Background: an optimization exercise with open tools, aiming at small area. Do not read the settings as production practice.
At most, simulation tests tie the RTL to the original design; equivalence was not proved.
No functional check of the RTL was part of runs 2 and 3.
No activity file was given, so power comes from the tool's default toggle rates.

===== flow/config.mk =====
export PLATFORM = sky130hd
export DESIGN_NAME = r_debug_mw
export DESIGN_NICKNAME = r_debug_mw
export VERILOG_FILES = /design/flow/design.v
export SDC_FILE = /design/flow/constraint.sdc
export NUM_CORES = 4
export LEC_CHECK = 0
export CAP_MARGIN = 0
export CORE_MARGIN = 2
export CORE_UTILIZATION = 65
export PLACE_DENSITY = 0.75
export SLEW_MARGIN = 0

===== flow/constraint.sdc =====
create_clock -name core_clock -period 6.0 [get_ports {clk}]
set_input_delay 1.2000 -clock core_clock [delete_from_list [all_inputs] [get_ports {clk}]]
set_output_delay 1.2000 -clock core_clock [all_outputs]
set_load 0.01 [all_outputs]

===== flow/design.v =====
module r_debug_mw #(
   parameter int ADDR_BYTES  = 4,
   parameter int MAX_WORDS   = 16,
   parameter int TIMEOUT_CYC = 4096
) (
   input  logic        clk,
   input  logic        reset,
   output logic [63:0] O_TDATA,
   output logic        O_TVALID,
   output logic        O_TLAST,
   input  logic        O_TREADY,
   input  logic [63:0] I_TDATA,
   input  logic        I_TVALID,
   input  logic        I_TLAST,
   output logic        I_TREADY,
   output logic [7:0]  tx_data,
   output logic        tx_has_data,
   input  logic        tx_data_consume,
   input  logic [7:0]  rx_data,
   output logic        rx_has_space,
   input  logic        rx_data_produce,
   output logic        busy,
   output logic        err_sticky
);
   localparam logic [2:0] IDLE = 3'd0, CNT = 3'd1, ADDR = 3'd2, PAYLOAD = 3'd3,
                          MREQ = 3'd4, MRESP = 3'd5, TXDATA = 3'd6, TXACK = 3'd7;
   logic [2:0]   state;
   logic [511:0] sb;           
   logic [31:2]  addr;
   logic [4:0]   n;            
   logic [1:0]   opc;          
   logic [5:0]   c;            
   logic [11:0]  tcnt;
   logic [3:0]   p;            
   logic         swap, zero, tmo, drain, tx_ld;
   logic         tx_sh, rx_ok, is_rd, is_wrs, is_fill, a, last_pay, acc, wr_en, cap, tx_free;
   logic [4:0]   e;
   logic [63:0]  beat;
   assign a            = addr[2];
   assign is_rd        = (opc == 2'b11);
   assign is_wrs       = (opc == 2'b10);
   assign is_fill      = (opc == 2'b01);
   assign rx_has_space = !state[2];
   assign busy         = (state != IDLE);
   assign O_TVALID     = (state == MREQ);
   assign rx_ok        = rx_data_produce && rx_has_space;
   assign e            = n + {4'd0, a} + 5'd1;           
   assign last_pay     = (c[1:0] == 2'd3) && (is_fill || c[5:2] == e[3:0]);
   assign O_TLAST      = is_rd || (c[3:0] == e[4:1]);
   assign I_TREADY     = drain || (state == MRESP && (!is_rd || p[3]));
   assign acc          = I_TVALID && I_TREADY && !drain;
   assign wr_en        = (state == PAYLOAD) && rx_data_produce;
   assign cap          = (state == MRESP) && is_rd && acc;
   assign tx_free      = !tx_ld && !tx_has_data;
   assign tx_sh        = !p[3] && tx_free;
   logic        hsel;
   logic [7:0]  bsel;
   logic [63:0] header;
   assign hsel   = (c[3:0] == 4'd0);
   assign header = {{6'd0, is_rd, !is_rd}, {4'd0, e[4:1]}, {4'hF, {4{!a}}}, {{4{e[0]}}, 4'hF},
                    addr[31:3], 3'd0};
   always_comb begin
      for (int k = 0; k < 8; k++) bsel[k] = (c[2:0] == 3'(k)) && !hsel;
      O_TDATA = {64{hsel}} & header;
      for (int k = 0; k < 8; k++) O_TDATA = O_TDATA | ({64{bsel[k]}} & sb[64*k +: 64]);
   end
   logic [511:0] sb_in;
   always_comb
   begin
      for (int w = 0; w < 16; w++) sb_in[32*w +: 32] = {rx_data, sb[32*w+8 +: 24]};
      if (is_rd) sb_in[31:24] = sb[39:32];
   end
   always_ff @(posedge clk)
      for (int w = 0; w < 16; w++) begin
         if (w < 2 && cap)
            sb[32*w +: 32] <= I_TDATA[32*w +: 32];
         else if ((w < 2 && tx_sh) || (wr_en && (is_fill || c[5:2] == 4'(w))))
            sb[32*w +: 32] <= sb_in[32*w +: 32];
      end
   logic tz, tend;
   assign tz   = (tcnt[10:0] == 11'd0);
   assign tend = tz && tcnt[11];
   always_ff @(posedge clk) begin
      if (state == MRESP && !acc) begin
         if (!I_TVALID) tcnt <= {tcnt[10:0], tcnt[11] ^ tcnt[7] ^ tcnt[1] ^ tcnt[0] ^ tz};
      end else tcnt <= '0;
   end
   always_ff @(posedge clk) begin
      if (reset) begin
         state <= IDLE; p <= 4'b1000; tx_ld <= 1'b0; tx_has_data <= 1'b0;
         err_sticky <= 1'b0; drain <= 1'b0;
      end else begin
         tx_ld <= 1'b0;
         if (tx_ld) tx_has_data <= 1'b1;
         else if (tx_data_consume) tx_has_data <= 1'b0;
         if (!p[3] && tx_free) begin
            tx_data <= zero ? 8'd0 : swap ? sb[39:32] : sb[7:0];
            tx_ld   <= 1'b1;
            p       <= p + 4'd1;
         end
         if (drain && I_TVALID && I_TLAST) drain <= 1'b0;
         case (state)
            IDLE: begin
               tmo <= 1'b0; c <= '0;
               if (rx_ok) begin
                  opc <= {rx_data[1], rx_data[2] | !rx_data[0]};
                  if (rx_data == 8'h04) state <= TXACK;
                  else if (rx_data == 8'h01 || rx_data == 8'h02 || rx_data == 8'h03 || rx_data == 8'h05)
                     state <= CNT;
                  else begin tmo <= 1'b1; state <= TXACK; end
               end
            end
            CNT: if (rx_ok) begin
               n <= rx_data[4:0];
               if (rx_data == 8'd0 || rx_data > 8'd16) begin tmo <= 1'b1; state <= TXACK; end
               else state <= ADDR;
            end
            ADDR: if (rx_ok) begin
               addr <= {rx_data, addr[31:10]};    
               c <= c + 6'd1;
               if (c[1:0] == 2'd3) begin
                  if (is_rd) begin c <= '0; state <= MREQ; end
                  else begin c <= {3'b001, addr[10], 2'b00}; state <= PAYLOAD; end
               end
            end
            PAYLOAD: if (rx_ok) begin
               c <= c + 6'd1;
               if (last_pay) begin c <= '0; state <= MREQ; end
            end
            MREQ: if (O_TREADY) begin
               if (O_TLAST) state <= MRESP;
               else c <= c + 6'd1;
            end
            MRESP: begin
               if (acc) begin
                  if (is_rd) begin
                     zero <= 1'b0; c <= 6'd1;
                     if (c == 6'd0 && a) begin
                        p <= 4'd4; swap <= 1'b1; n <= n - 5'd1;
                     end else if (n >= 5'd2) begin
                        p <= 4'd0; swap <= 1'b0; n <= n - 5'd2;
                     end else if (n != 5'd0) begin
                        p <= 4'd4; swap <= 1'b0; n <= '0;
                     end
                     if (I_TLAST) state <= TXDATA;
                  end else if (I_TLAST) begin
                     if (is_wrs) state <= TXACK;
                     else state <= IDLE;
                  end
               end else if (!I_TVALID && tend) begin
                  err_sticky <= 1'b1; drain <= 1'b1; tmo <= 1'b1;
                  if (is_rd) state <= TXDATA;
                  else if (is_wrs) state <= TXACK;
                  else state <= IDLE;
               end
            end
            TXDATA: if (p[3] && tx_free) begin
               if (n != 5'd0) begin
                  zero <= 1'b1; p <= 4'd4; n <= n - 5'd1;
               end else if (tmo) state <= TXACK;
               else state <= IDLE;
            end
            TXACK: if (tx_free) begin
               tx_data <= tmo ? 8'hEE : is_wrs ? 8'hAA : 8'hA5;
               tx_ld   <= 1'b1;
               if (tmo) err_sticky <= 1'b1;
               tmo     <= 1'b0;
               n       <= '0;
               state   <= TXDATA;
            end
         endcase
      end
   end
endmodule

===== flow/flow/run.sh =====
#!/bin/bash
# Standard ORFS layout with: an area-oriented ABC script for the final technology mapping,
# the smallest buffer for port buffering, and CTS without dummy loads.
set -euo pipefail
export FLOW_WORK=$(pwd)
export MY_ABC_SCRIPT=$FLOW_WORK/flow/area.script
export BUFFER_PORTS_ARGS="-buffer_cell sky130_fd_sc_hd__buf_1"
export CTS_ARGS="-sink_clustering_enable -repair_clock_nets -dont_use_dummy_load -sink_clustering_size 10 -sink_clustering_max_diameter 40 -buf_list sky130_fd_sc_hd__clkbuf_4"
bash standard.sh SYNTH_SCRIPT=$FLOW_WORK/flow/wrap.tcl finish > standard.log 2>&1

===== flow/flow/area.script =====
strash
dc2
dch -f
amap
strash
dch -f
amap
topo
stime -c

===== flow/flow/wrap.tcl =====
# The standard synthesis script, with the final ABC mapping run from flow/area.script
# (an area-oriented script) instead of ORFS's delay-oriented one. Registers are mapped before
# this step, so they are the standard synthesis's registers.
proc abc {args} {
  set i [lsearch $args -script]
  if { $i >= 0 } { lset args [expr {$i + 1}] $::env(MY_ABC_SCRIPT) }
  yosys abc {*}$args
}
source $::env(FLOW_WORK)/synth_recipe.tcl

===== flow/standard.sh =====
#!/bin/bash
# synth_recipe.tcl (not shown) runs the flow's synth.tcl, then flattens the netlist and writes it again
# the make line also repeats each setting of config.mk as NAME=value (left out here)
make -C /OpenROAD-flow-scripts/flow DESIGN_CONFIG=/design/flow/config.mk WORK_HOME=/design/flow/orfs CLKGATE_MAP_FILE= SYNTH_SCRIPT=/design/flow/synth_recipe.tcl "${@:-finish}"

==> results of run 1 <==
## stage by stage
stage / power [uW] / cells
finish: 9370 / 2156
global route: 9750 / 2156
CTS: 9340 / 2154
detailed placement: 7640 / 2080
global placement: 7600 / 2080
floorplan: 6480 / 1441
## cell usage in the layout, fill, tap and decap left out, types with 5 or more instances in the layout
| cell | n |
|---|---|
| a211oi_1 | 6 |
| or3_1 | 7 |
| clkinv_1 | 84 |
| a222oi_1 | 106 |
| ha_1 | 15 |
| nand2_1 | 123 |
| o2111ai_1 | 16 |
| a21oi_1 | 71 |
| a22o_1 | 5 |
| o22ai_1 | 18 |
| nor3_1 | 15 |
| edfxtp_1 | 566 |
| dfxtp_1 | 23 |
| nor2_1 | 125 |
| o22a_1 | 41 |
| a31oi_1 | 11 |
| buf_1 | 157 |
| a221oi_1 | 12 |
| clkbuf_4 | 74 |
| inv_2 | 6 |
| buf_4 | 25 |
| nand4_1 | 44 |
| o21ai_0 | 31 |
| nor2_4 | 18 |
| nand3_1 | 5 |
| a22oi_1 | 53 |
## path summary, 6_finish.rpt
path	startpoint	to
worst max-delay path	c[2]	O_TDATA[0]
worst min-delay path	sb[247]	sb[239]
worst max register to register	state[0]	n[0]
worst min register to register	sb[247]	sb[239]
## power by group through the flow
stage / registers (uW) / logic [uW] / clock network [uW]
2_1_floorplan: 4920 / 1560 / 0
3_3_place_gp: 4960 / 2640 / 0
3_5_place_dp: 4970 / 2680 / 0
4_1_cts: 4870 / 2690 / 1780
5_1_grt: 4890 / 2920 / 1940
6_report: 4880 / 2720 / 1770
## layer usage
metal  track usage  wire length [um]  vias to the layer above
met2         0.496             26700                     1076
met3        0.0624              7040                      115
li1              -                 -                     6476
met1         0.508             24000                     7321
met5             0                13                        -
met4         0.107              1550                        2
## layout make-up
cell class | count | area (um^2) | share of cell area
Clock buffer | 74 | 556 | 0.0225
Tap cell | 455 | 569 | 0.0231
Multi-Input combinational cell | 760 | 4900 | 0.199
Sequential cell | 589 | 17500 | 0.708
Timing Repair Buffer | 184 | 817 | 0.0331
Inverter | 92 | 352 | 0.0143
Antenna cell | 2 | 5.00 | 0.000203
## logic make-up (layout without fill, tap and decap cells)
| family | Yosys count | count (layout) |
|---|---|---|
| AND/OR/NAND/NOR | 354 | 354 |
| flip-flops | 589 | 589 |
| AO/OA/AOI/OAI | 391 | 391 |
| adder cells (fa/ha/maj) | 15 | 15 |
| buffers and inverters | 92 | 350 |
| other | 0 | 2 |
## registers in the layout (all words and copies together) (netlist names)
name         count
state            3
tx_data          8
drain            1
tx_ld            1
tcnt            12
tx_has_data      1
zero             1
opc              2
sb             512
err_sticky       1
p                4
n                5
swap             1
addr            30
c                6
tmo              1
## critical path, stage by stage (launching register included)
cell and delay [ns]:
edfxtp_1 0.51, clkinv_1 0.36, nand2_1 0.31, nor2_4 0.06, clkinvlp_4 0.32, nand2_1 0.26, inv_2 0.85, buf_4 0.45
a22oi_1 0.13, nand4_1 0.26, buf_1 0.18
## timing repair
action / in CTS / in global routing
hold buffers: 0 / 0
endpoints found under the setup margin: 0 / 1
endpoints found under the hold margin: 0 / 0
resized for setup: 0 / 1
==> run summary, run 1 <==
- Max-slew headroom: 0.141
- Final core occ: 0.717
- Clock transition at the registers of the reported paths: 0.10 ns
- Clk Tree Root Cell: clkbuf_4
- R2R Setup Slk: 1.45 ns
- Placed cell areas: 0.0241 mm^2
- Layout filler cell count: 2,303
- Run status: timing/DRC/antenna clean
- Remaining antenna violation count after routing: 0
- Post-synthesis sequential area ratio: 0.775
- Maximum operating frequency: 178 MHz
- Crit start category: flop
- Post-synthesis area per instance: 15.6 um^2
- CTS H-Tree Depth: 3
- Synthesized instance count: 1,441
- Post-synth top flop: edfxtp_1
- Layout cell share with drive strength beyond 1: 0.0771
- Maximum fanout along the worst path: 44
- Max Clock Skew: 0.0813 ns
- Synth cell types: 38
- Overall Global Routing Usage: 0.333
- Yosys warnings: 15
- Total vias in the final route: 15,000
- Wire length of the first global-routing pass: 88,300 um
- Portion of total power attributed to the clock network: 0.189
- Setup Crit Path Kind: reg -> out
- Category of the worst setup path capture point: primary output
- Net Count, Synth: 1,535
- Worst-case vdd ir drop: 0.268 mV
- Avg WL per Cell: 27.5 um
- Internal cell power: 6160 uW
- Top post-synthesis cells by area: edfxtp_1 75%, a222oi_1 4.7%, nor2_1 2.4%, nand2_1 2.0%, dfxtp_1 2.0%
- Vias per cell: 6.95
- Worst hold slack after final layout: 0.431 ns
- Syn Std Cell Area: 0.0225 mm^2
- Number of slew-limit violations in the final report: 0
- Horizontal die dimension: 190 um
- Synth Area in Compound Gates: 0.134
- Final number of setup-violating endpoints: 0
- CTS Buf Count: 74
- Grt total ovfl: 0
- Synth Area in Simple Gates: 0.0679
- Die height: 190 um
- Number of antenna violations at the first check in global routing: 3
- Required arrival time at the worst endpoint: 4.80 ns
- Seq pwr share: 0.521
- PnR worst setup slack: 0.374 ns
- Pwr Density: 380 mW/mm^2
- Net switching power of the design: 3210 uW
- Length of the first detailed-routing pass in iterations: 7
- Combinational family with the most area after synthesis: compound AO/OA/AOI/OAI gates
- Post-CTS Setup Bufs: 0
- Max-capacitance violation count: 0
- PortBufs: 157
- Maximum number of pins on one net before global-route repair: 92
- Number of primary I/O pins: 158
- Share of total power in combinational logic: 0.290
- Most used standard cell by instance count after synthesis: edfxtp_1
- Clock sink total: 589
- Violation count after the first detailed-routing iteration: 2,302
- Row cnt: 68
- Clock tree from TritonCTS: yes
- Die outline area: 0.0362 mm^2
- Max clock buf depth: 3
- Mux share of post-synthesis cell area: 0
- Data arrival, critical path: 4.43 ns
- Initial cell density of the core: 0.656
- Switching share of power: 0.342
- Worst hold path depth: 0
- Final critical delay including setup and external delays: 5.63 ns
- Class of the tightest hold or removal check: reg -> reg
- Register-to-Register Path Depth: 11
- RSZ-0062 raised after global routing: false
- Count of flip-flops with a built-in enable after synthesis: 566
- Post-place setup slack: 0.753 ns
- Seq cells post-synth: 589
- Detailed Route WL: 59,300 um
- Part of the cycle the worst path needs: 0.938
- Clk Latency, worst-skew pair: 0.76 ns
- Adder and majority cell fraction of the synthesized area: 0.00833
- Parity-gate share of the synthesized area counting xor and xnor cells: 0
- Layout-stage area growth over the synthesis result: 9.42%
- Cell taking the most area after synthesis: edfxtp_1
- Final routed DRC violation total: 0
- GPL Wtd Cong: 0.941
- Placeable core region: 0.0344 mm^2
- Static power due to leakage: 0.00753 uW
- Net count reported at finish: 1,795
- Via count of the first global-routing pass: 14,700
- Transition time at the pin with the least slew margin: 1.29 ns
- Top cells by instance count after synthesis: 566 x edfxtp_1, 143 x nor2_1, 123 x nand2_1
- Area share of the largest cell type after synthesis: 0.754
- Final total negative setup slack: 0 ns
- Async S/R FF share, synth: 0
- Summed area of non-filler cells in the final layout: 0.0247 mm^2
- Final HPWL DP: 36,400 um
- Hold Fails Final Rpt: 0
==> inputs of run 2 (changes only) <==
--- a/flow/design.v
+++ b/flow/design.v
@@ -30,13 +30,15 @@
    logic [4:0]   n;            
    logic [1:0]   opc;          
    logic [5:0]   c;            
-   logic [11:0]  tcnt;
+   logic [11:0]  tcnt;         
    logic [3:0]   p;            
    logic         swap, zero, tmo, drain, tx_ld;
    logic         tx_sh, rx_ok, is_rd, is_wrs, is_fill, a, last_pay, acc, wr_en, cap, tx_free;
    logic [4:0]   e;
    logic [63:0]  beat;
    assign a            = addr[2];
+   assign tcnt         = addr[23:12];
+   assign tx_data      = addr[31:24];
    assign is_rd        = (opc == 2'b11);
    assign is_wrs       = (opc == 2'b10);
    assign is_fill      = (opc == 2'b01);
@@ -81,11 +83,6 @@
    assign tz   = (tcnt[10:0] == 11'd0);
    assign tend = tz && tcnt[11];
    always_ff @(posedge clk) begin
-      if (state == MRESP && !acc) begin
-         if (!I_TVALID) tcnt <= {tcnt[10:0], tcnt[11] ^ tcnt[7] ^ tcnt[1] ^ tcnt[0] ^ tz};
-      end else tcnt <= '0;
-   end
-   always_ff @(posedge clk) begin
       if (reset) begin
          state <= IDLE; p <= 4'b1000; tx_ld <= 1'b0; tx_has_data <= 1'b0;
          err_sticky <= 1'b0; drain <= 1'b0;
@@ -94,7 +91,7 @@
          if (tx_ld) tx_has_data <= 1'b1;
          else if (tx_data_consume) tx_has_data <= 1'b0;
          if (!p[3] && tx_free) begin
-            tx_data <= zero ? 8'd0 : swap ? sb[39:32] : sb[7:0];
+            addr[31:24] <= zero ? 8'd0 : swap ? sb[39:32] : sb[7:0];
             tx_ld   <= 1'b1;
             p       <= p + 4'd1;
          end
@@ -128,10 +125,13 @@
                if (last_pay) begin c <= '0; state <= MREQ; end
             end
             MREQ: if (O_TREADY) begin
-               if (O_TLAST) state <= MRESP;
+               if (O_TLAST) begin addr[23:12] <= '0; state <= MRESP; end
                else c <= c + 6'd1;
             end
             MRESP: begin
+               if (acc) addr[23:12] <= '0;
+               else if (!I_TVALID)
+                  addr[23:12] <= {tcnt[10:0], tcnt[11] ^ tcnt[7] ^ tcnt[1] ^ tcnt[0] ^ tz};
                if (acc) begin
                   if (is_rd) begin
                      zero <= 1'b0; c <= 6'd1;
@@ -161,7 +161,7 @@
                else state <= IDLE;
             end
             TXACK: if (tx_free) begin
-               tx_data <= tmo ? 8'hEE : is_wrs ? 8'hAA : 8'hA5;
+               addr[31:24] <= tmo ? 8'hEE : is_wrs ? 8'hAA : 8'hA5;
                tx_ld   <= 1'b1;
                if (tmo) err_sticky <= 1'b1;
                tmo     <= 1'b0;
==> run 2 against run 1 <==
Effect of this change:
- flip-flop and latch count down 20
- combinational power fell by 7.7%
- sequential power is 3% lower
- clock power about the same
- worst hold slack got worse by 0.042 ns
- power is 4.2% lower
- clock-buffer cell count is the same
- sequential share of layout area is 1.2 points lower
- critical path type unchanged
- critical endpoint is now O_TDATA[2]
- largest power group unchanged
- highest routed layer is now met4
==> run summary, run 2 <==
- Required arrival time at the worst endpoint: 4.80 ns
- Max stage delay cell, worst path: edfxtp_1
- Pwr Density: 368 mW/mm^2
- Max Clock Skew: 0.0729 ns
- Placed cell areas: 0.0238 mm^2
- Flip-flop count of the largest register, all copies and words added: 512
- Synth cell types: 46
- Post-synth top flop: edfxtp_1
- Async S/R FF share, synth: 0
- Avg WL per Cell: 29.1 um
- Summed area of non-filler cells in the final layout: 0.0244 mm^2
- Die outline area: 0.0356 mm^2
- Synthesized instance count: 1,406
- Vias per cell: 7.14
- Number of logic stages on the critical path including buffering: 10
- Final core occ: 0.726
- Worst hold path depth: 0
- Detailed Route WL: 61,600 um
- Final critical delay including setup and external delays: 5.50 ns
- Worst path cell trace: clkinv_1 > nand2_1 > nor2_4 > buf_4 > clkinv_1 > and3_2 > buf_4 > a222oi_1 > nand4_1 > buf_1
- Final total negative setup slack: 0 ns
- Cell taking the most area after synthesis: edfxtp_1
- RSZ-0062 raised after global routing: false
- Hold buffer count at CTS: 0
- PortBufs: 157
- GPL Wtd Cong: 0.999
- Number of slew-limit violations in the final report: 0
- Wire length of the first global-routing pass: 90,400 um
- Initial cell density of the core: 0.660
- Final number of setup-violating endpoints: 0
- Setup Crit Path Kind: reg -> out
- Clk Latency, worst-skew pair: 0.78 ns
- Clock sink total: 569
- Category of the worst setup path capture point: primary output
- Length of the first detailed-routing pass in iterations: 6
- Max clock buf depth: 3
- Maximum operating frequency: 182 MHz
- Static power due to leakage: 0.00751 uW
- Data arrival, critical path: 4.30 ns
- Sum of internal, switching and leakage power: 8980 uW
- Area share of the largest cell type after synthesis: 0.755
- CTS H-Tree Depth: 3
- Most common cell after layout, fill and taps aside: edfxtp_1
- Grt total ovfl: 0
- Top cells by instance count after synthesis: 558 x edfxtp_1, 149 x nor2_1, 135 x a222oi_1
- Most used standard cell by instance count after synthesis: edfxtp_1
- Post-synthesis area per instance: 15.8 um^2
- Placeable core region: 0.0336 mm^2
- Count of flip-flops with a built-in enable after synthesis: 558
- Violation count after the first detailed-routing iteration: 2,614
- Number of primary I/O pins: 158
- Crit path buf inv count: 5
- Yosys warnings: 15
- Seq cells post-synth: 569
- Layout cell share with drive strength beyond 1: 0.0857
- Max-capacitance violation count: 0
- FF+latch area: 0.0170 mm^2
- Layout-stage area growth over the synthesis result: 9.94%
- Clk Tree Root Cell: clkbuf_4
- Final routed DRC violation total: 0
- Overall Global Routing Usage: 0.348
- Part of the cycle the worst path needs: 0.917
- Registers with the most flip-flops: sb (512), addr (30), c (6)
- Hold Fails Final Rpt: 0
- Transition time at the pin with the least slew margin: 1.29 ns
- Post-cts sizing count: 0
- Top post-synthesis cells by area: edfxtp_1 76%, a222oi_1 6.1%, nor2_1 2.5%, o22a_1 1.9%, a21oi_1 1.6%
- Die height: 189 um
- Maximum fanout along the worst path: 25
- Max incr delay on CP: 0.52 ns
- Crit start category: flop
- Syn Std Cell Area: 0.0222 mm^2
- Area of the multi-input gates: 0.00504 mm^2
- Class of the tightest hold or removal check: reg -> reg
- Maximum number of pins on one net before global-route repair: 52
- Worst-case vdd ir drop: 0.223 mV
- Layout filler cell count: 2,208
- Final HPWL DP: 39,000 um
- Number of antenna violations at the first check in global routing: 3
- Net count reported at finish: 1,767
- Post-synthesis sequential area ratio: 0.765
- Via count of the first global-routing pass: 14,600
- Remaining antenna violation count after routing: 0
- Horizontal die dimension: 189 um
- CTS Buf Count: 74
- Total vias in the final route: 15,100
- Net Count, Synth: 1,503
- Clock transition at the registers of the reported paths: 0.10 ns
- Row cnt: 67
- Register-to-Register Path Depth: 10
- Commonest non-fill, non-tap cells in the layout: 558 x edfxtp_1, 157 x buf_1, 135 x a222oi_1
- Register ranked first by flip-flop count: sb
- Post-CTS Setup Bufs: 0
- Clock tree from TritonCTS: yes
- Max-slew headroom: 0.139
- Cell type group with the largest total delay on the critical path: buffers and inverters
- Run status: timing/DRC/antenna clean
run 2: per-layer routing:
| layer | global-route usage | routed length, um | vias up | part of all wire |
|---|---|---|---|---|
| met4 | 0.136 | 2320 | 0 | 0.038 |
| li1 | - | - | 6454 | - |
| met2 | 0.505 | 27100 | 1240 | 0.44 |
| met1 | 0.504 | 23300 | 7285 | 0.38 |
| met5 | 0 | 0 | - | 0 |
| met3 | 0.104 | 8970 | 166 | 0.15 |
run 2: cells by family after synthesis:
| group | share of synthesized area |
|---|---|
| flops | 0.765 |
| compound gates | 0.144 |
| simple gates | 0.0631 |
| buf+inv | 0.0173 |
| fa+ha+maj | 0.0101 |
| xor+xnor | 0.000395 |
run 2: final timing paths:
kind | from | endpoint | slack, ns
min | sb[105] | sb[97] | 0.39
max | c[2] | O_TDATA[2] | 0.50
min reg2reg | sb[105] | sb[97] | 0.39
max reg2reg | state[2] | sb[59] | 1.51
run 2: worst register-to-register path, cell delays in order (launching register included):
cell	delay (ns)
dfxtp_1	0.50
clkinv_1	0.37
nor2_1	0.55
o21ai_0	0.25
nor3_1	0.43
clkinv_1	0.30
nor2_4	0.16
buf_4	0.66
nor2_1	0.26
o21ai_4	0.10
buf_4	0.52
run 2: power by group:
| part | internal (uW) | switching, uW | total [uW] |
|---|---|---|---|
| Sequential | 4560 | 156 | 4720 |
| Combinational | 816 | 1690 | 2510 |
| Clock | 569 | 1180 | 1750 |
| Total | 5940 | 3030 | 8980 |
run 2: area by class of cell:
class | count | share of cell area
flip-flops and latches | 569 | 0.696
multi-input cells | 743 | 0.207
repair buffers | 196 | 0.0382
well taps | 448 | 0.0230
clock buffers | 74 | 0.0228
inverters | 86 | 0.0133
diodes | 4 | 0.000410
run 2: through the flow:
step                hold WS [ns]  std cells  setup WS, ns
detailed placement         0.433       2042          1.35
finish                     0.389       2120         0.500
CTS                        0.393       2116         0.591
global placement           0.426       2042          1.52
floorplan                  0.419       1406         0.746
global route               0.390       2119         0.319
==> inputs of run 3 (changes only) <==
--- a/flow/design.v
+++ b/flow/design.v
@@ -32,13 +32,17 @@
    logic [5:0]   c;            
    logic [11:0]  tcnt;         
    logic [3:0]   p;            
-   logic         swap, zero, tmo, drain, tx_ld;
+   logic         swap, zero;   
+   logic         tmo, drain, tx_ld;
    logic         tx_sh, rx_ok, is_rd, is_wrs, is_fill, a, last_pay, acc, wr_en, cap, tx_free;
    logic [4:0]   e;
    logic [63:0]  beat;
    assign a            = addr[2];
    assign tcnt         = addr[23:12];
    assign tx_data      = addr[31:24];
+   assign zero         = addr[8];
+   assign swap         = addr[7];
+   assign p            = addr[6:3];    
    assign is_rd        = (opc == 2'b11);
    assign is_wrs       = (opc == 2'b10);
    assign is_fill      = (opc == 2'b01);
@@ -54,7 +58,7 @@
    assign wr_en        = (state == PAYLOAD) && rx_data_produce;
    assign cap          = (state == MRESP) && is_rd && acc;
    assign tx_free      = !tx_ld && !tx_has_data;
-   assign tx_sh        = !p[3] && tx_free;
+   assign tx_sh        = !p[3] && tx_free && (state == MRESP || state == TXDATA);
    logic        hsel;
    logic [7:0]  bsel;
    logic [63:0] header;
@@ -84,16 +88,16 @@
    assign tend = tz && tcnt[11];
    always_ff @(posedge clk) begin
       if (reset) begin
-         state <= IDLE; p <= 4'b1000; tx_ld <= 1'b0; tx_has_data <= 1'b0;
+         state <= IDLE; tx_ld <= 1'b0; tx_has_data <= 1'b0;
          err_sticky <= 1'b0; drain <= 1'b0;
       end else begin
          tx_ld <= 1'b0;
          if (tx_ld) tx_has_data <= 1'b1;
          else if (tx_data_consume) tx_has_data <= 1'b0;
-         if (!p[3] && tx_free) begin
+         if (tx_sh) begin
             addr[31:24] <= zero ? 8'd0 : swap ? sb[39:32] : sb[7:0];
             tx_ld   <= 1'b1;
-            p       <= p + 4'd1;
+            addr[6:3]       <= p + 4'd1;
          end
          if (drain && I_TVALID && I_TLAST) drain <= 1'b0;
          case (state)
@@ -125,7 +129,7 @@
                if (last_pay) begin c <= '0; state <= MREQ; end
             end
             MREQ: if (O_TREADY) begin
-               if (O_TLAST) begin addr[23:12] <= '0; state <= MRESP; end
+               if (O_TLAST) begin addr[23:12] <= '0; addr[6] <= 1'b1; state <= MRESP; end
                else c <= c + 6'd1;
             end
             MRESP: begin
@@ -134,13 +138,13 @@
                   addr[23:12] <= {tcnt[10:0], tcnt[11] ^ tcnt[7] ^ tcnt[1] ^ tcnt[0] ^ tz};
                if (acc) begin
                   if (is_rd) begin
-                     zero <= 1'b0; c <= 6'd1;
+                     addr[8] <= 1'b0; c <= 6'd1;
                      if (c == 6'd0 && a) begin
-                        p <= 4'd4; swap <= 1'b1; n <= n - 5'd1;
+                        addr[6:3] <= 4'd4; addr[7] <= 1'b1; n <= n - 5'd1;
                      end else if (n >= 5'd2) begin
-                        p <= 4'd0; swap <= 1'b0; n <= n - 5'd2;
+                        addr[6:3] <= 4'd0; addr[7] <= 1'b0; n <= n - 5'd2;
                      end else if (n != 5'd0) begin
-                        p <= 4'd4; swap <= 1'b0; n <= '0;
+                        addr[6:3] <= 4'd4; addr[7] <= 1'b0; n <= '0;
                      end
                      if (I_TLAST) state <= TXDATA;
                   end else if (I_TLAST) begin
@@ -156,7 +160,7 @@
             end
             TXDATA: if (p[3] && tx_free) begin
                if (n != 5'd0) begin
-                  zero <= 1'b1; p <= 4'd4; n <= n - 5'd1;
+                  addr[8] <= 1'b1; addr[6:3] <= 4'd4; n <= n - 5'd1;
                end else if (tmo) state <= TXACK;
                else state <= IDLE;
             end
@@ -166,6 +170,7 @@
                if (tmo) err_sticky <= 1'b1;
                tmo     <= 1'b0;
                n       <= '0;
+               addr[6] <= 1'b1;    
                state   <= TXDATA;
             end
          endcase
==> run 3 against run 2 <==
Effect of this change:
- global-route usage grew 0.64 points
- highest routed layer unchanged
- first-iteration DRC count grew 17%
- critical path depth is the same
- synthesized area shrank 0.21%
- still clean
- critical endpoint is now O_TDATA[1]
==> run summary, run 3 <==
- Clk Tree Root Cell: clkbuf_4
- Transition time at the pin with the least slew margin: 1.22 ns
- Seq cells post-synth: 563
- Via count of the first global-routing pass: 14,800
- Max Clock Skew: 0.0682 ns
- R2R Setup Slk: 2.05 ns
- Clock sink total: 563
- Number of slew-limit violations in the final report: 0
- Detailed Route WL: 62,700 um
- CTS Buf Count: 70
- Maximum operating frequency: 183 MHz
- Post-CTS Setup Bufs: 0
- Top cells by instance count after synthesis: 556 x edfxtp_1, 139 x nor2_1, 132 x a222oi_1
- Cell taking the most area after synthesis: edfxtp_1
- Vias per cell: 7.17
- Class of the tightest hold or removal check: reg -> reg
- RSZ-0062 raised after global routing: false
- Horizontal die dimension: 189 um
- Capture instance of the worst register-to-register path: n[0]
- Clock tree from TritonCTS: yes
- Worst setup path endpoint: O_TDATA[1]
- Data arrival, critical path: 4.27 ns
- Max clock buf depth: 3
- Count of flip-flops with a built-in enable after synthesis: 556
- Post-synthesis sequential area ratio: 0.760
- Static power due to leakage: 0.00740 uW
- Overall Global Routing Usage: 0.354
- Async S/R FF share, synth: 0
- Violation count after the first detailed-routing iteration: 3,051
- Crit start category: flop
- Flip-flop count of the largest register, all copies and words added: 512
- CTS H-Tree Depth: 3
- Maximum number of pins on one net before global-route repair: 64
- Register-to-Register Path Depth: 10
- Row cnt: 67
- Hold Fails Final Rpt: 0
- Registers with the most flip-flops: sb (512), addr (30), c (6)
- Top post-synthesis cells by area: edfxtp_1 75%, a222oi_1 6.0%, nor2_1 2.4%, o22a_1 2.1%, clkinv_1 1.7%
- Most used standard cell by instance count after synthesis: edfxtp_1
- Maximum fanout along the worst path: 37
- GPL Wtd Cong: 0.946
- Synthesized instance count: 1,423
- Length of the first detailed-routing pass in iterations: 9
- Launch point of the critical path: c[2]
- Startpoint of the worst-slack reg-to-reg timing path: c[2]
- Syn Std Cell Area: 0.0221 mm^2
- Final critical delay including setup and external delays: 5.47 ns
- Yosys warnings: 15
- Worst-case vdd ir drop: 0.242 mV
- Post-cts sizing count: 0
- Net count reported at finish: 1,782
- Synth cell types: 43
- Clk Latency, worst-skew pair: 0.74 ns
- Layout cell share with drive strength beyond 1: 0.0820
- Pwr Density: 369 mW/mm^2
- Wire length of the first global-routing pass: 92,600 um
- Category of the worst setup path capture point: primary output
- Instance count after placement with tap cells included: 2,060
- Post-synth top flop: edfxtp_1
- Clock transition at the registers of the reported paths: 0.10 ns
- Remaining antenna violation count after routing: 0
- Register ranked first by flip-flop count: sb
- Final routed DRC violation total: 0
- Hold buffer count at CTS: 0
- Final HPWL DP: 39,800 um
- Grt total ovfl: 0
- Net Count, Synth: 1,521
- Setup Crit Path Kind: reg -> out
- Final number of setup-violating endpoints: 0
- Layout-stage area growth over the synthesis result: 9.90%
- Number of antenna violations at the first check in global routing: 1
- Total vias in the final route: 15,300
- Number of primary I/O pins: 158
- Max-slew headroom: 0.186
- Die outline area: 0.0356 mm^2
- Die height: 189 um
- Number of standard cells in the final layout excluding fillers: 2,131
- Placeable core region: 0.0335 mm^2
- Avg WL per Cell: 29.4 um
- Required arrival time at the worst endpoint: 4.80 ns
- PortBufs: 157
- Initial cell density of the core: 0.660
- Post-synthesis area per instance: 15.6 um^2
- Final core occ: 0.726
- Area share of the largest cell type after synthesis: 0.754
- Sum of internal, switching and leakage power: 8970 uW
- Run status: timing/DRC/antenna clean
- Final total negative setup slack: 0 ns
- Most common cell after layout, fill and taps aside: edfxtp_1
- Max-capacitance violation count: 0
- Part of the cycle the worst path needs: 0.911
- Commonest non-fill, non-tap cells in the layout: 556 x edfxtp_1, 157 x buf_1, 132 x a222oi_1
-- run 3: changes by cell type in the layout (fill, tap and decap cells not counted), sizes merged, moves of 5 or more --
cell,delta
a21oi,-13
o22ai,+8
nor3,+12
nand3,-5
o22a,+6
o21ai,+8
a2111oi,-5
nor2,-10
nand2,+8
clkinv,+13
-- run 3: cell families (layout without fill, tap and decap cells) --
logic type      after synthesis  after routing  share of synthesized area
buf+inv                     107            366                     0.0195
compound gates              400            400                      0.144
fa+ha+maj                    19             19                     0.0107
simple gates                334            334                     0.0655
other cells                   0              1                          0
flops                       563            563                      0.760
-- run 3: area by class of cell --
cell class,count,area [um^2]
repair buffers,197,965
multi-input cells,753,5080
diodes,1,2.50
flip-flops and latches,563,16800
clock buffers,70,526
fillers,2206,9190
inverters,99,373
well taps,448,561
-- run 3: power by group --
| group | internal [uW] | switching (uW) | total (uW) |
|---|---|---|---|
| registers | 4530 | 162 | 4690 |
| clock network | 539 | 1160 | 1700 |
| logic | 852 | 1740 | 2590 |
| total | 5920 | 3050 | 8970 |
-- run 3: per-layer routing --
layer,up-vias,GRT usage,routed length (um)
li1,6480,-,-
met1,7419,0.540,24300
met2,1254,0.531,28400
met3,126,0.0654,8390
met4,0,0.107,1650
met5,-,0,0
-- run 3: worst min path at each step --
stage	from	endpoint	slack, ns	cells past startpoint
after global routing	sb[305]	sb[297]	0.42	0
after CTS	sb[371]	sb[363]	0.41	0
after floorplan	sb[155]	sb[147]	0.43	0
after detailed placement	sb[312]	sb[304]	0.43	0
final	sb[377]	sb[369]	0.43	0
after global placement	sb[282]	sb[274]	0.43	0
-- run 3: critical path, stage by stage (launching register included) --
cell and delay, ns:
edfxtp_1 0.55, clkinv_1 0.48, nand2_1 0.38, nor2_4 0.13, clkinv_1 0.08, and3_2 0.91
buf_4 0.46, a22o_1 0.18, a221oi_1 0.05, nand4_1 0.15, buf_1 0.16
-- run 3: through the flow --
step	hold slack [ns]	area [um^2]	setup WS [ns]
finish	0.426	24300	0.534
global route	0.416	24300	0.395
CTS	0.412	24300	0.621
detailed placement	0.433	23800	1.37
global placement	0.428	23800	1.54
floorplan	0.425	22200	0.757
==> inputs of run 4 (changes only) <==
--- a/flow/design.v
+++ b/flow/design.v
@@ -33,13 +33,15 @@
    logic [11:0]  tcnt;         
    logic [3:0]   p;            
    logic         swap, zero;   
-   logic         tmo, drain, tx_ld;
+   logic         tmo;          
+   logic         drain, tx_ld;
    logic         tx_sh, rx_ok, is_rd, is_wrs, is_fill, a, last_pay, acc, wr_en, cap, tx_free;
    logic [4:0]   e;
    logic [63:0]  beat;
    assign a            = addr[2];
    assign tcnt         = addr[23:12];
    assign tx_data      = addr[31:24];
+   assign tmo          = addr[9];
    assign zero         = addr[8];
    assign swap         = addr[7];
    assign p            = addr[6:3];    
@@ -102,18 +104,19 @@
          if (drain && I_TVALID && I_TLAST) drain <= 1'b0;
          case (state)
             IDLE: begin
-               tmo <= 1'b0; c <= '0;
+               c <= '0;
                if (rx_ok) begin
                   opc <= {rx_data[1], rx_data[2] | !rx_data[0]};
+                  addr[9] <= (rx_data != 8'h04);    
                   if (rx_data == 8'h04) state <= TXACK;
                   else if (rx_data == 8'h01 || rx_data == 8'h02 || rx_data == 8'h03 || rx_data == 8'h05)
                      state <= CNT;
-                  else begin tmo <= 1'b1; state <= TXACK; end
+                  else state <= TXACK;
                end
             end
             CNT: if (rx_ok) begin
                n <= rx_data[4:0];
-               if (rx_data == 8'd0 || rx_data > 8'd16) begin tmo <= 1'b1; state <= TXACK; end
+               if (rx_data == 8'd0 || rx_data > 8'd16) begin addr[9] <= 1'b1; state <= TXACK; end
                else state <= ADDR;
             end
             ADDR: if (rx_ok) begin
@@ -129,7 +132,7 @@
                if (last_pay) begin c <= '0; state <= MREQ; end
             end
             MREQ: if (O_TREADY) begin
-               if (O_TLAST) begin addr[23:12] <= '0; addr[6] <= 1'b1; state <= MRESP; end
+               if (O_TLAST) begin addr[23:12] <= '0; addr[9] <= 1'b0; addr[6] <= 1'b1; state <= MRESP; end
                else c <= c + 6'd1;
             end
             MRESP: begin
@@ -152,7 +155,7 @@
                      else state <= IDLE;
                   end
                end else if (!I_TVALID && tend) begin
-                  err_sticky <= 1'b1; drain <= 1'b1; tmo <= 1'b1;
+                  err_sticky <= 1'b1; drain <= 1'b1; addr[9] <= 1'b1;
                   if (is_rd) state <= TXDATA;
                   else if (is_wrs) state <= TXACK;
                   else state <= IDLE;
@@ -168,7 +171,7 @@
                addr[31:24] <= tmo ? 8'hEE : is_wrs ? 8'hAA : 8'hA5;
                tx_ld   <= 1'b1;
                if (tmo) err_sticky <= 1'b1;
-               tmo     <= 1'b0;
+               addr[9]     <= 1'b0;
                n       <= '0;
                addr[6] <= 1'b1;    
                state   <= TXDATA;
==> flow/flow/area.script (replaced) <==
strash
dc2
dch -f
amap -F 8 -A 16
strash
dch -f
amap -F 8 -A 16
topo
stime -c
==> run 4 against run 3 <==
Effect of this change:
- sequential share of layout area rose by 0.67 points
- flip-flop and latch count decreased by 1
- fmax decreased by 1.5%
- clock-buffer cell count grew 2
- global-route usage about the same
- register-to-register slack worse by 0.06 ns
- die area shrank 1.1%
- worst hold slack worse by 0.0017 ns
- non-clock buffer count is 2 higher
- largest power group unchanged
- sequential power is 4% higher
- still clean on timing, DRC and antenna
==> run summary, run 4 <==
- Horizontal die dimension: 188 um
- Clk Tree Root Cell: clkbuf_4
- Yosys warnings: 15
- Avg WL per Cell: 30.2 um
- CTS H-Tree Depth: 3
- Cell type group with the largest total delay on the critical path: simple AND/OR/NAND/NOR gates
- Clock sink total: 562
- Max-slew headroom: 0.158
- Final routed DRC violation total: 0
- Final total negative setup slack: 0 ns
- Layout filler cell count: 2,235
- Worst path cell trace: clkinv_1 > nand2_1 > nor2_4 > nor2b_4 > buf_12 > a222oi_1 > o2111ai_1 > buf_1
- Total vias in the final route: 15,000
- Clk Latency, worst-skew pair: 0.78 ns
- Max incr delay on CP: 0.87 ns
- Pwr Density: 398 mW/mm^2
- FF+latch area: 0.0168 mm^2
- Category of the worst setup path capture point: primary output
- Row cnt: 67
- Final core occ: 0.721
- Data arrival, critical path: 4.35 ns
- Most used standard cell by instance count after synthesis: edfxtp_1
- Maximum fanout along the worst path: 35
- Setup Crit Path Kind: reg -> out
- Crit start category: flop
- Area of the multi-input gates: 0.00494 mm^2
- Sum of internal, switching and leakage power: 9570 uW
- RSZ-0062 raised after global routing: false
- Die outline area: 0.0352 mm^2
- Worst-case vdd ir drop: 0.302 mV
- Number of primary I/O pins: 158
- Required arrival time at the worst endpoint: 4.80 ns
- PnR worst setup slack: 0.452 ns
- Number of slew-limit violations in the final report: 0
- Synthesized instance count: 1,347
- Top post-synthesis cells by area: edfxtp_1 76%, a222oi_1 6.5%, o22a_1 2.2%, nor2_1 1.6%, clkinv_1 1.3%
- Run status: timing/DRC/antenna clean
- Part of the cycle the worst path needs: 0.925
- Grt total ovfl: 0
- Register ranked first by flip-flop count: sb
- GPL Wtd Cong: 0.994
- Max stage delay cell, worst path: nor2b_4
- Most common cell after layout, fill and taps aside: edfxtp_1
- Overall Global Routing Usage: 0.354
- CTS Buf Count: 72
- Top cells by instance count after synthesis: 555 x edfxtp_1, 143 x a222oi_1, 91 x nor2_1
- Die height: 188 um
- Hold buffer count at CTS: 0
- Remaining antenna violation count after routing: 0
- Cell taking the most area after synthesis: edfxtp_1
- Via count of the first global-routing pass: 14,800
- Area share of the largest cell type after synthesis: 0.761
- Crit path buf inv count: 3
- Net Count, Synth: 1,441
- Post-CTS Setup Bufs: 0
- Post-synthesis sequential area ratio: 0.767
- Violation count after the first detailed-routing iteration: 2,671
- Seq cells post-synth: 562
- Max-capacitance violation count: 0
- R2R Setup Slk: 1.99 ns
- Static power due to leakage: 0.00731 uW
- Post-synthesis area per instance: 16.3 um^2
- Registers with the most flip-flops: sb (512), addr (30), c (6)
- Final number of setup-violating endpoints: 0
- Wire length of the first global-routing pass: 91,600 um
- Maximum operating frequency: 180 MHz
- Layout-stage area growth over the synthesis result: 9.90%
- Maximum number of pins on one net before global-route repair: 57
- Final critical delay including setup and external delays: 5.55 ns
- Transition time at the pin with the least slew margin: 1.26 ns
- Syn Std Cell Area: 0.0219 mm^2
- Hold Fails Final Rpt: 0
- Layout cell share with drive strength beyond 1: 0.0870
- Post-place setup slack: 1.25 ns
- PortBufs: 157
- Length of the first detailed-routing pass in iterations: 9
- Max Clock Skew: 0.0964 ns
- Net count reported at finish: 1,706
- Clock tree from TritonCTS: yes
- Final HPWL DP: 38,800 um
- Flip-flop count of the largest register, all copies and words added: 512
- Async S/R FF share, synth: 0
- Initial cell density of the core: 0.656
- Number of antenna violations at the first check in global routing: 1
- Count of flip-flops with a built-in enable after synthesis: 555
- Synth cell types: 40
- Commonest non-fill, non-tap cells in the layout: 555 x edfxtp_1, 157 x buf_1, 143 x a222oi_1
- Clock transition at the registers of the reported paths: 0.10 ns
- Post-cts sizing count: 0
- Class of the tightest hold or removal check: reg -> reg
- Max clock buf depth: 3
- Placeable core region: 0.0334 mm^2
- Post-synth top flop: edfxtp_1
- Vias per cell: 7.29
- Detailed Route WL: 62,300 um
run 4: kinds of logic after synthesis:
logic type | share of synthesized area
XOR/XNOR | 0.000400
AND/OR/NAND/NOR | 0.0554
buffers and inverters | 0.0158
adder cells (fa/ha/maj) | 0.00857
flip-flops | 0.767
AO/OA/AOI/OAI | 0.152
run 4: area by class of cell:
class                           instances  area share
Sequential cell                       562       0.698
Inverter                               76      0.0119
Tap cell                              448      0.0233
Multi-Input combinational cell        701       0.205
Antenna cell                            1    0.000104
Timing Repair Buffer                  199      0.0386
Clock buffer                           72      0.0225
run 4: through the flow:
stage	area (um^2)	hold slack [ns]	instances
after floorplan	21900	0.420	1347
after global placement	23500	0.427	1986
after detailed placement	23500	0.433	1986
after CTS	24100	0.412	2058
after global routing	24100	0.425	2059
final	24100	0.424	2059
run 4: metal layers:
layer	wire length, um	global-route usage
met4	1950	0.136
met3	8340	0.0728
met2	28700	0.543
met1	23300	0.511
met5	0	0
run 4: path summary, 6_finish.rpt:
check	startpoint	to	cells past startpoint
max	c[2]	O_TDATA[24]	8
min	sb[75]	sb[67]	0
max reg2reg	state[2]	state[2]	9
min reg2reg	sb[75]	sb[67]	0
run 4: power breakdown:
part / leakage [uW] / internal [uW] / total [uW] / switching (uW)
Sequential: 0.00507 / 4610 / 4860 / 250
Combinational: 0.00190 / 985 / 2990 / 2000
Clock: 0.000331 / 554 / 1720 / 1160
Total: 0.00731 / 6150 / 9570 / 3420
==> inputs of run 5 (changes only) <==
==> flow/flow/area.script (replaced) <==
strash
&get -n
&deepsyn -T 30
&put
dch -f
amap -F 8 -A 16
topo
stime -c
==> run 5 against run 4 <==
Effect of this change:
- routed wire length fell by 4.1%
- setup slack got worse by 0.083 ns
- clock power is essentially flat
- worst hold slack worse by 0.0020 ns
- combinational power is 3% lower
- largest cell class unchanged
==> run summary, run 5 <==
- Run status: timing/DRC/antenna clean
- Internal cell power: 6100 uW
- Launch point of the critical path: c[0]
- Part of the cycle the worst path needs: 0.938
- Grt total ovfl: 0
- Portion of total power attributed to the clock network: 0.182
- Placeable core region: 0.0333 mm^2
- Register ranked first by flip-flop count: sb
- Worst-case vdd ir drop: 0.251 mV
- Capture instance of the worst register-to-register path: addr[18]
- Final HPWL DP: 39,100 um
- Detailed Route WL: 59,700 um
- Number of standard cells in the final layout excluding fillers: 2,051
- Final critical delay including setup and external delays: 5.63 ns
- Class of the tightest hold or removal check: reg -> reg
- CTS Buf Count: 72
- Length of the first detailed-routing pass in iterations: 9
- Max incr delay on CP: 0.81 ns
- Horizontal die dimension: 187 um
- Cell taking the most area after synthesis: edfxtp_1
- Most common cell after layout, fill and taps aside: edfxtp_1
- Post-synthesis area per instance: 16.3 um^2
- Top cells by instance count after synthesis: 555 x edfxtp_1, 146 x a22oi_1, 104 x clkinv_1
- Overall Global Routing Usage: 0.345
- Layout filler cell count: 2,146
- Violation count after the first detailed-routing iteration: 2,635
- Count of flip-flops with a built-in enable after synthesis: 555
- Max clock buf depth: 3
- Max Clock Skew: 0.107 ns
- Final number of setup-violating endpoints: 0
- Synth cell types: 42
- Post-CTS Setup Bufs: 0
- Hold buffer count at CTS: 0
- RSZ-0062 raised after global routing: false
- Post-synth top flop: edfxtp_1
- Worst hold slack after final layout: 0.422 ns
- Most used standard cell by instance count after synthesis: edfxtp_1
- Number of antenna violations at the first check in global routing: 1
- Syn Std Cell Area: 0.0218 mm^2
- Post-cts sizing count: 0
- Vias per cell: 7.13
- Post-synthesis sequential area ratio: 0.771
- Pwr Density: 394 mW/mm^2
- Most used cell along the critical path: clkinv_1
- Die height: 187 um
- Yosys warnings: 15
- Row cnt: 67
- Number of primary I/O pins: 158
- Worst setup path endpoint: O_TDATA[51]
- Commonest non-fill, non-tap cells in the layout: 555 x edfxtp_1, 157 x buf_1, 146 x a22oi_1
- Worst path cell trace: clkinv_1 > ha_1 > clkinv_1 > nor2_1 > nand2_1 > inv_2 > nor2b_4 > buf_4 > a22oi_1 > o2111ai_1 > buf_1
- GPL Wtd Cong: 0.959
- Layout cell share with drive strength beyond 1: 0.0893
- Maximum fanout along the worst path: 32
- Cell type group with the largest total delay on the critical path: simple AND/OR/NAND/NOR gates
- Max-slew headroom: 0.184
- Clock tree from TritonCTS: yes
- Max-capacitance violation count: 0
- Share of total power in combinational logic: 0.306
- Setup Crit Path Kind: reg -> out
- Number of slew-limit violations in the final report: 0
- Placed cell areas: 0.0235 mm^2
- Register-to-Register Path Depth: 14
- Static power due to leakage: 0.00737 uW
- Via count of the first global-routing pass: 14,500
- Net count reported at finish: 1,698
- Hold Fails Final Rpt: 0
- Net switching power of the design: 3360 uW
- Sum of internal, switching and leakage power: 9460 uW
- Seq cells post-synth: 562
- Async S/R FF share, synth: 0
- Max stage delay cell, worst path: nor2b_4
- Summed area of non-filler cells in the final layout: 0.0240 mm^2
- Area share of the largest cell type after synthesis: 0.765
- Instance count after placement with tap cells included: 1,978
- Avg WL per Cell: 29.1 um
- Number of logic stages on the critical path including buffering: 11
- Net Count, Synth: 1,431
- Wire length of the first global-routing pass: 88,900 um
- Initial cell density of the core: 0.655
- Startpoint of the worst-slack reg-to-reg timing path: addr[2]
- Synthesized instance count: 1,337
- Clk Tree Root Cell: clkbuf_4
- PortBufs: 157
- Crit start category: flop
- Top post-synthesis cells by area: edfxtp_1 76%, a22oi_1 5.0%, a222oi_1 3.8%, clkinv_1 1.8%, o21ai_0 1.5%
- Switching share of power: 0.355
- Final total negative setup slack: 0 ns
- CTS H-Tree Depth: 3
- Crit path buf inv count: 5
- Seq pwr share: 0.512
- Total vias in the final route: 14,600
- Clk Latency, worst-skew pair: 0.80 ns
- Required arrival time at the worst endpoint: 4.80 ns
- Flip-flop count of the largest register, all copies and words added: 512
- Maximum number of pins on one net before global-route repair: 77
- Layout-stage area growth over the synthesis result: 10.2%
- R2R Setup Slk: 1.57 ns
- Final routed DRC violation total: 0
- Clock sink total: 562
- Transition time at the pin with the least slew margin: 1.22 ns
- Remaining antenna violation count after routing: 0
- Maximum operating frequency: 178 MHz
- Category of the worst setup path capture point: primary output
- Die outline area: 0.0350 mm^2
- Clock transition at the registers of the reported paths: 0.10 ns
- Data arrival, critical path: 4.43 ns
- Registers with the most flip-flops: sb (512), addr (30), c (6)
## run 5: cell types whose count changed after synthesis, moves of 13 or more
cell       before  now
a21oi_1        47   19
a222oi_1      143   83
a22o_1          0   37
a22oi_1        37  146
clkinv_1       76  104
nand2_1        75   52
nand3_1        37   23
nand4_1        31   44
nor2_1         91   56
o2111ai_1       4   18
o21ai_0        35   67
o22a_1         55    1
## run 5: kinds of logic (layout without fill, tap and decap cells)
logic type,count (synthesis),in the layout,share of synthesized area
adder cells (fa/ha/maj),15,15,0.00861
AO/OA/AOI/OAI,446,446,0.156
buffers and inverters,112,377,0.0207
flip-flops,562,562,0.771
AND/OR/NAND/NOR,202,202,0.0434
other,0,1,0
## run 5: worst min path at each step
stage               cells past startpoint      end     from
floorplan                               0  sb[234]  sb[242]
global placement                        0  sb[390]  sb[398]
detailed placement                      0  sb[450]  sb[458]
CTS                                     0  sb[234]  sb[242]
global route                            0  sb[325]  sb[333]
finish                                  0  sb[234]  sb[242]
## run 5: power groups by stage
stage	Sequential [uW]	Combinational, uW	Clock, uW
6_report	4840	2890	1720
5_1_grt	4860	3090	1880
4_1_cts	4830	2870	1740
3_5_place_dp	4920	2860	0
3_3_place_gp	4910	2800	0
2_1_floorplan	4830	1690	0
## run 5: layer usage
metal / GRT usage / vias up / wire (um)
li1: - / 6211 / -
met1: 0.496 / 7134 / 22900
met2: 0.527 / 1122 / 27600
met3: 0.0683 / 156 / 6830
met4: 0.142 / 0 / 2270
met5: 0 / - / 0
## run 5: layout make-up
| class | count | area, um^2 | share of cell area |
|---|---|---|---|
| flip-flops and latches | 562 | 16800 | 0.700 |
| clock buffers | 72 | 541 | 0.0225 |
| inverters | 104 | 390 | 0.0163 |
| well taps | 448 | 561 | 0.0233 |
| multi-input cells | 663 | 4780 | 0.199 |
| repair buffers | 201 | 945 | 0.0393 |
| diodes | 1 | 2.50 | 0.000104 |
## run 5: stage by stage
stage               worst slack, ns   util
floorplan                     0.327      -
global placement               1.35  0.706
detailed placement             1.21  0.706
CTS                           0.383  0.722
global route                  0.165  0.722
finish                        0.369  0.722
==> inputs of run 6 (changes only) <==
==> flow/flow/area.script (replaced) <==
strash
dc2
dch -f
amap
strash
dch -f
amap
topo
stime -c
==> run 6 against run 5 <==
Effect of this change:
- critical path depth shrank 3
- critical endpoint is now O_TDATA[21]
- synthesized cell count grew 5.8%
- still clean on timing, DRC and antenna
- synthesized area grew 1.0%
- routed wire length grew 3.5%
- clock power shrank 2%
- first-iteration DRC count grew 13%
- die area grew 0.98%
==> run summary, run 6 <==
- Run status: timing/DRC/antenna clean
- Die height: 188 um
- Top post-synthesis cells by area: edfxtp_1 76%, a222oi_1 6.2%, nor2_1 2.5%, clkinv_1 1.8%, o22a_1 1.7%
- Hold Fails Final Rpt: 0
- Grt total ovfl: 0
- Post-cts sizing count: 0
- Most common cell after layout, fill and taps aside: edfxtp_1
- Maximum number of pins on one net before global-route repair: 53
- Post-CTS Setup Bufs: 0
- Flip-flop count of the largest register, all copies and words added: 512
- Max incr delay on CP: 0.89 ns
- Clk Latency, worst-skew pair: 0.77 ns
- Avg WL per Cell: 29.2 um
- Violation count after the first detailed-routing iteration: 2,985
- Max stage delay cell, worst path: clkinv_1
- Number of primary I/O pins: 158
- Worst path cell trace: clkinv_1 > nand2_1 > nor2_4 > clkinv_1 > o221ai_1 > a21oi_1 > nand4_1 > buf_1
- GPL Wtd Cong: 0.987
- Most used cell along the critical path: clkinv_1
- Clock sink total: 562
- Count of flip-flops with a built-in enable after synthesis: 555
- PnR worst setup slack: 0.613 ns
- Yosys warnings: 15
- Via count of the first global-routing pass: 14,800
- Max-slew headroom: 0.167
- Part of the cycle the worst path needs: 0.898
- Wire length of the first global-routing pass: 91,500 um
- Clock tree from TritonCTS: yes
- Synthesized instance count: 1,415
- Post-synth top flop: edfxtp_1
- Launch point of the critical path: c[2]
- Remaining antenna violation count after routing: 0
- Commonest non-fill, non-tap cells in the layout: 555 x edfxtp_1, 157 x buf_1, 137 x a222oi_1
- Transition time at the pin with the least slew margin: 1.25 ns
- Seq cells post-synth: 562
- Max-capacitance violation count: 0
- Syn Std Cell Area: 0.0220 mm^2
- Post-place setup slack: 1.48 ns
- Net count reported at finish: 1,760
- Static power due to leakage: 0.00732 uW
- Maximum fanout along the worst path: 24
- CTS H-Tree Depth: 3
- R2R Setup Slk: 1.41 ns
- Die outline area: 0.0353 mm^2
- Row cnt: 67
- Layout cell share with drive strength beyond 1: 0.0757
- Hold buffer count at CTS: 0
- Clk Tree Root Cell: clkbuf_4
- Crit path buf inv count: 3
- Setup Crit Path Kind: reg -> out
- Total vias in the final route: 15,200
- Detailed Route WL: 61,800 um
- Data arrival, critical path: 4.19 ns
- Area share of the largest cell type after synthesis: 0.757
- Cell taking the most area after synthesis: edfxtp_1
- Capture instance of the worst register-to-register path: n[0]
- Required arrival time at the worst endpoint: 4.80 ns
- Class of the tightest hold or removal check: reg -> reg
- Initial cell density of the core: 0.658
- Cell type group with the largest total delay on the critical path: buffers and inverters
- Crit start category: flop
- RSZ-0062 raised after global routing: false
- Number of logic stages on the critical path including buffering: 8
- Final HPWL DP: 38,700 um
- Startpoint of the worst-slack reg-to-reg timing path: state[2]
- Number of slew-limit violations in the final report: 0
- Registers with the most flip-flops: sb (512), addr (30), c (6)
- Pwr Density: 401 mW/mm^2
- Clock transition at the registers of the reported paths: 0.10 ns
- Post-synthesis area per instance: 15.6 um^2
- Net Count, Synth: 1,509
- Register ranked first by flip-flop count: sb
- Post-synthesis sequential area ratio: 0.764
- Category of the worst setup path capture point: primary output
- Max Clock Skew: 0.0743 ns
- Length of the first detailed-routing pass in iterations: 7
- Final number of setup-violating endpoints: 0
- Worst setup path endpoint: O_TDATA[21]
- Overall Global Routing Usage: 0.353
- PortBufs: 157
- Placeable core region: 0.0334 mm^2
- Maximum operating frequency: 186 MHz
- Most used standard cell by instance count after synthesis: edfxtp_1
- Number of antenna violations at the first check in global routing: 1
- Final routed DRC violation total: 0
- Layout-stage area growth over the synthesis result: 9.35%
- Worst-case vdd ir drop: 0.256 mV
- Top cells by instance count after synthesis: 555 x edfxtp_1, 144 x nor2_1, 137 x a222oi_1
- Async S/R FF share, synth: 0
- Final critical delay including setup and external delays: 5.39 ns
- Synth cell types: 37
- Register-to-Register Path Depth: 10
- Horizontal die dimension: 188 um
- CTS Buf Count: 69
- Vias per cell: 7.17
- Final total negative setup slack: 0 ns
- Max clock buf depth: 3
-- run 6: final cells by class --
type	instances	area, um^2
diodes	2	5.00
clock buffers	69	518
fillers	2202	9380
inverters	105	395
multi-input cells	740	4920
flip-flops and latches	562	16800
well taps	448	561
repair buffers	188	860
-- run 6: worst min-delay path by stage --
stage / start / to / depth (start not counted)
CTS: sb[180] / sb[172] / 0
global route: sb[180] / sb[172] / 0
floorplan: sb[123] / sb[115] / 0
detailed placement: sb[364] / sb[356] / 0
finish: sb[180] / sb[172] / 0
global placement: sb[282] / sb[274] / 0
-- run 6: cells by family after synthesis --
family / synth area share
AO/OA/AOI/OAI: 0.142
adder cells (fa/ha/maj): 0.00853
buffers and inverters: 0.0206
flip-flops: 0.764
AND/OR/NAND/NOR: 0.0648
-- run 6: metal layers --
metal	global-route usage	routed length, um	up-vias
met1	0.519	23000	7298
met4	0.147	2500	0
li1	-	-	6410
met5	0	0	-
met2	0.530	27900	1296
met3	0.0672	8360	160
-- run 6: metrics by stage --
stage	cell area, um^2	utilization	hold WS (ns)	power, uW	std cells
after global routing	24100	0.720	0.437	10000	2114
final	24100	0.720	0.413	9650	2114
after floorplan	22000	-	0.425	6690	1415
after detailed placement	23500	0.704	0.432	7990	2043
after CTS	24100	0.719	0.416	9600	2112
after global placement	23500	0.704	0.428	7930	2043
-- run 6: where the power goes --
group          internal [uW]  switching (uW)
Clock                    532            1150
Combinational           1020            2140
Sequential              4610             201
==> inputs of run 7 (changes only) <==
--- a/flow/design.v
+++ b/flow/design.v
@@ -37,7 +37,6 @@
    logic         drain, tx_ld;
    logic         tx_sh, rx_ok, is_rd, is_wrs, is_fill, a, last_pay, acc, wr_en, cap, tx_free;
    logic [4:0]   e;
-   logic [63:0]  beat;
    assign a            = addr[2];
    assign tcnt         = addr[23:12];
    assign tx_data      = addr[31:24];
@@ -73,8 +72,7 @@
       for (int k = 0; k < 8; k++) O_TDATA = O_TDATA | ({64{bsel[k]}} & sb[64*k +: 64]);
    end
    logic [511:0] sb_in;
-   always_comb
-   begin
+   always_comb begin
       for (int w = 0; w < 16; w++) sb_in[32*w +: 32] = {rx_data, sb[32*w+8 +: 24]};
       if (is_rd) sb_in[31:24] = sb[39:32];
    end
@@ -98,8 +96,8 @@
          else if (tx_data_consume) tx_has_data <= 1'b0;
          if (tx_sh) begin
             addr[31:24] <= zero ? 8'd0 : swap ? sb[39:32] : sb[7:0];
-            tx_ld   <= 1'b1;
-            addr[6:3]       <= p + 4'd1;
+            tx_ld       <= 1'b1;
+            addr[6:3]   <= p + 4'd1;
          end
          if (drain && I_TVALID && I_TLAST) drain <= 1'b0;
          case (state)
@@ -132,7 +130,9 @@
                if (last_pay) begin c <= '0; state <= MREQ; end
             end
             MREQ: if (O_TREADY) begin
-               if (O_TLAST) begin addr[23:12] <= '0; addr[9] <= 1'b0; addr[6] <= 1'b1; state <= MRESP; end
+               if (O_TLAST) begin
+                  addr[23:12] <= '0; addr[9] <= 1'b0; addr[6] <= 1'b1; state <= MRESP;
+               end
                else c <= c + 6'd1;
             end
             MRESP: begin
@@ -169,12 +169,12 @@
             end
             TXACK: if (tx_free) begin
                addr[31:24] <= tmo ? 8'hEE : is_wrs ? 8'hAA : 8'hA5;
-               tx_ld   <= 1'b1;
+               tx_ld       <= 1'b1;
                if (tmo) err_sticky <= 1'b1;
                addr[9]     <= 1'b0;
-               n       <= '0;
-               addr[6] <= 1'b1;    
-               state   <= TXDATA;
+               n           <= '0;
+               addr[6]     <= 1'b1;    
+               state       <= TXDATA;
             end
          endcase
       end
==> flow/flow/area.script (replaced) <==
strash
&get -n
&deepsyn -T 30
&put
dc2
dch -f
amap -F 8 -A 16
topo
stime -c
==> run 7 against run 6 <==
Effect of this change:
- highest routed layer is now met5
- synthesized cell count down 7.0%
- non-clock buffer count up 13
- synthesized area down 1.5%
==> run summary, run 7 <==
- Run status: timing/DRC/antenna clean
- Remaining antenna violation count after routing: 0
- Hold buffer count at CTS: 0
- Die height: 187 um
- Vias per cell: 7.24
- Final total negative setup slack: 0 ns
- Maximum fanout along the worst path: 42
- Clock transition at the registers of the reported paths: 0.11 ns
- Clk Latency, worst-skew pair: 0.77 ns
- Final critical delay including setup and external delays: 5.48 ns
- Placeable core region: 0.0327 mm^2
- R2R Setup Slk: 1.26 ns
- Post-cts sizing count: 0
- Net count reported at finish: 1,676
- Area share of the largest cell type after synthesis: 0.768
- Syn Std Cell Area: 0.0217 mm^2
- Final routed DRC violation total: 0
- Most common cell after layout, fill and taps aside: edfxtp_1
- Row cnt: 66
- Part of the cycle the worst path needs: 0.913
- Number of slew-limit violations in the final report: 0
- Net Count, Synth: 1,410
- Worst hold slack after final layout: 0.414 ns
- Post-synth top flop: edfxtp_1
- Count of flip-flops with a built-in enable after synthesis: 555
- Number of primary I/O pins: 158
- Horizontal die dimension: 187 um
- Initial cell density of the core: 0.663
- Hold Fails Final Rpt: 0
- Static power due to leakage: 0.00728 uW
- GPL Wtd Cong: 0.984
- Violation count after the first detailed-routing iteration: 2,983
- Transition time at the pin with the least slew margin: 1.27 ns
- Yosys warnings: 15
- Detailed Route WL: 62,100 um
- Final core occ: 0.732
- Commonest non-fill, non-tap cells in the layout: 555 x edfxtp_1, 157 x buf_1, 125 x a222oi_1
- Die outline area: 0.0348 mm^2
- Avg WL per Cell: 30.7 um
- Clock sink total: 562
- Layout filler cell count: 2,102
- Required arrival time at the worst endpoint: 4.80 ns
- PnR worst setup slack: 0.523 ns
- Number of antenna violations at the first check in global routing: 3
- Maximum operating frequency: 183 MHz
- Cell taking the most area after synthesis: edfxtp_1
- Async S/R FF share, synth: 0
- Clock tree from TritonCTS: yes
- Post-synthesis sequential area ratio: 0.775
- Class of the tightest hold or removal check: reg -> reg
- Register ranked first by flip-flop count: sb
- Layout cell share with drive strength beyond 1: 0.0899
- Top post-synthesis cells by area: edfxtp_1 77%, a222oi_1 5.8%, a22oi_1 2.1%, o22a_1 1.9%, clkinv_1 1.5%
- Maximum number of pins on one net before global-route repair: 56
- Seq cells post-synth: 562
- Crit start category: flop
- Max clock buf depth: 3
- Max-slew headroom: 0.153
- Grt total ovfl: 0
- PortBufs: 157
- Registers with the most flip-flops: sb (512), addr (30), c (6)
- Final HPWL DP: 39,300 um
- CTS H-Tree Depth: 3
- Clk Tree Root Cell: clkbuf_4
- Category of the worst setup path capture point: primary output
- Data arrival, critical path: 4.28 ns
- Max Clock Skew: 0.0847 ns
- Wire length of the first global-routing pass: 91,500 um
- Layout-stage area growth over the synthesis result: 10.3%
- Flip-flop count of the largest register, all copies and words added: 512
- Most used standard cell by instance count after synthesis: edfxtp_1
- Final number of setup-violating endpoints: 0
- Synth cell types: 39
- Length of the first detailed-routing pass in iterations: 6
- Total vias in the final route: 14,700
- Max-capacitance violation count: 0
- CTS Buf Count: 71
- Post-place setup slack: 1.38 ns
- Via count of the first global-routing pass: 14,400
- Top cells by instance count after synthesis: 555 x edfxtp_1, 125 x a222oi_1, 88 x clkinv_1
- Worst-case vdd ir drop: 0.328 mV
- Overall Global Routing Usage: 0.360
- Setup Crit Path Kind: reg -> out
- Synthesized instance count: 1,316
- Pwr Density: 395 mW/mm^2
- Sum of internal, switching and leakage power: 9460 uW
- Post-CTS Setup Bufs: 0
- RSZ-0062 raised after global routing: false
- Post-synthesis area per instance: 16.5 um^2
[run 7: changes by cell type in the layout (fill, tap and decap cells not counted), sizes merged, moves of 5 or more]
cell,change
nor2,-80
a22oi,+47
a21oi,-35
o21ai,+20
clkinv,-17
nand4,+17
buf,+13
nand2,-13
a222oi,-12
o22ai,-12
o221ai,-7
nor2b,-5
[run 7: worst paths after layout]
check,startpoint,endpoint,cells after the start
hold reg to reg,sb[439],sb[431],0
setup reg to reg,state[2],addr[4],14
hold / removal,sb[439],sb[431],0
setup / recovery,c[2],O_TDATA[25],9
[run 7: power by group]
| part | internal (uW) | switching, uW | leakage, uW |
|---|---|---|---|
| sequential | 4610 | 220 | 0.00507 |
| combinational | 934 | 1980 | 0.00188 |
| clock | 547 | 1160 | 0.000327 |
[run 7: critical path, stage by stage, from the launching register on]
cell and delay, ns:
edfxtp_1 0.59, clkinv_1 0.47, nand2_1 0.39, nor2_4 0.05
buf_4 0.34, nor2b_4 0.88, buf_12 0.30, a222oi_1 0.15
nand4_1 0.19, buf_1 0.17
[run 7: area by class of cell]
class	count	area, um^2	area share
Antenna cell	2	5.00	0.000209
Clock buffer	71	533	0.0223
Inverter	88	330	0.0138
Multi-Input combinational cell	658	4740	0.198
Sequential cell	562	16800	0.702
Tap cell	442	553	0.0231
Timing Repair Buffer	201	957	0.0400
[run 7: logic make-up (layout without fill, tap and decap cells)]
logic type,Yosys count,count (layout),synth area share
DFF,562,562,0.775
AOI/OAI and AO/OA,401,401,0.148
and+or+nand+nor,242,242,0.0510
buffers and inverters,96,360,0.0180
adders and majority gates,15,15,0.00865
other,0,2,0
[run 7: per-layer routing]
| layer | vias to the layer above | track usage | wire length [um] |
|---|---|---|---|
| met5 | - | 0.0124 | 56 |
| met3 | 136 | 0.0897 | 9100 |
| li1 | 6166 | - | - |
| met4 | 2 | 0.134 | 2010 |
| met2 | 1288 | 0.542 | 28400 |
| met1 | 7061 | 0.516 | 22500 |
[run 7: stage by stage]
stage,area [um^2],instances
after global placement,23400,1951
after detailed placement,23400,1951
after global routing,23900,2024
after floorplan,21700,1316
final,23900,2024
after CTS,23900,2022

Re-timed with assumed drivers on the ports (clkbuf_16 on the clock, buf_2 on other inputs), run 7 has 0.474 ns of setup slack against 0.523 ns with ideal ports, and 1.256 ns once port delays also move by the mid clock arrival of 0.782 ns.
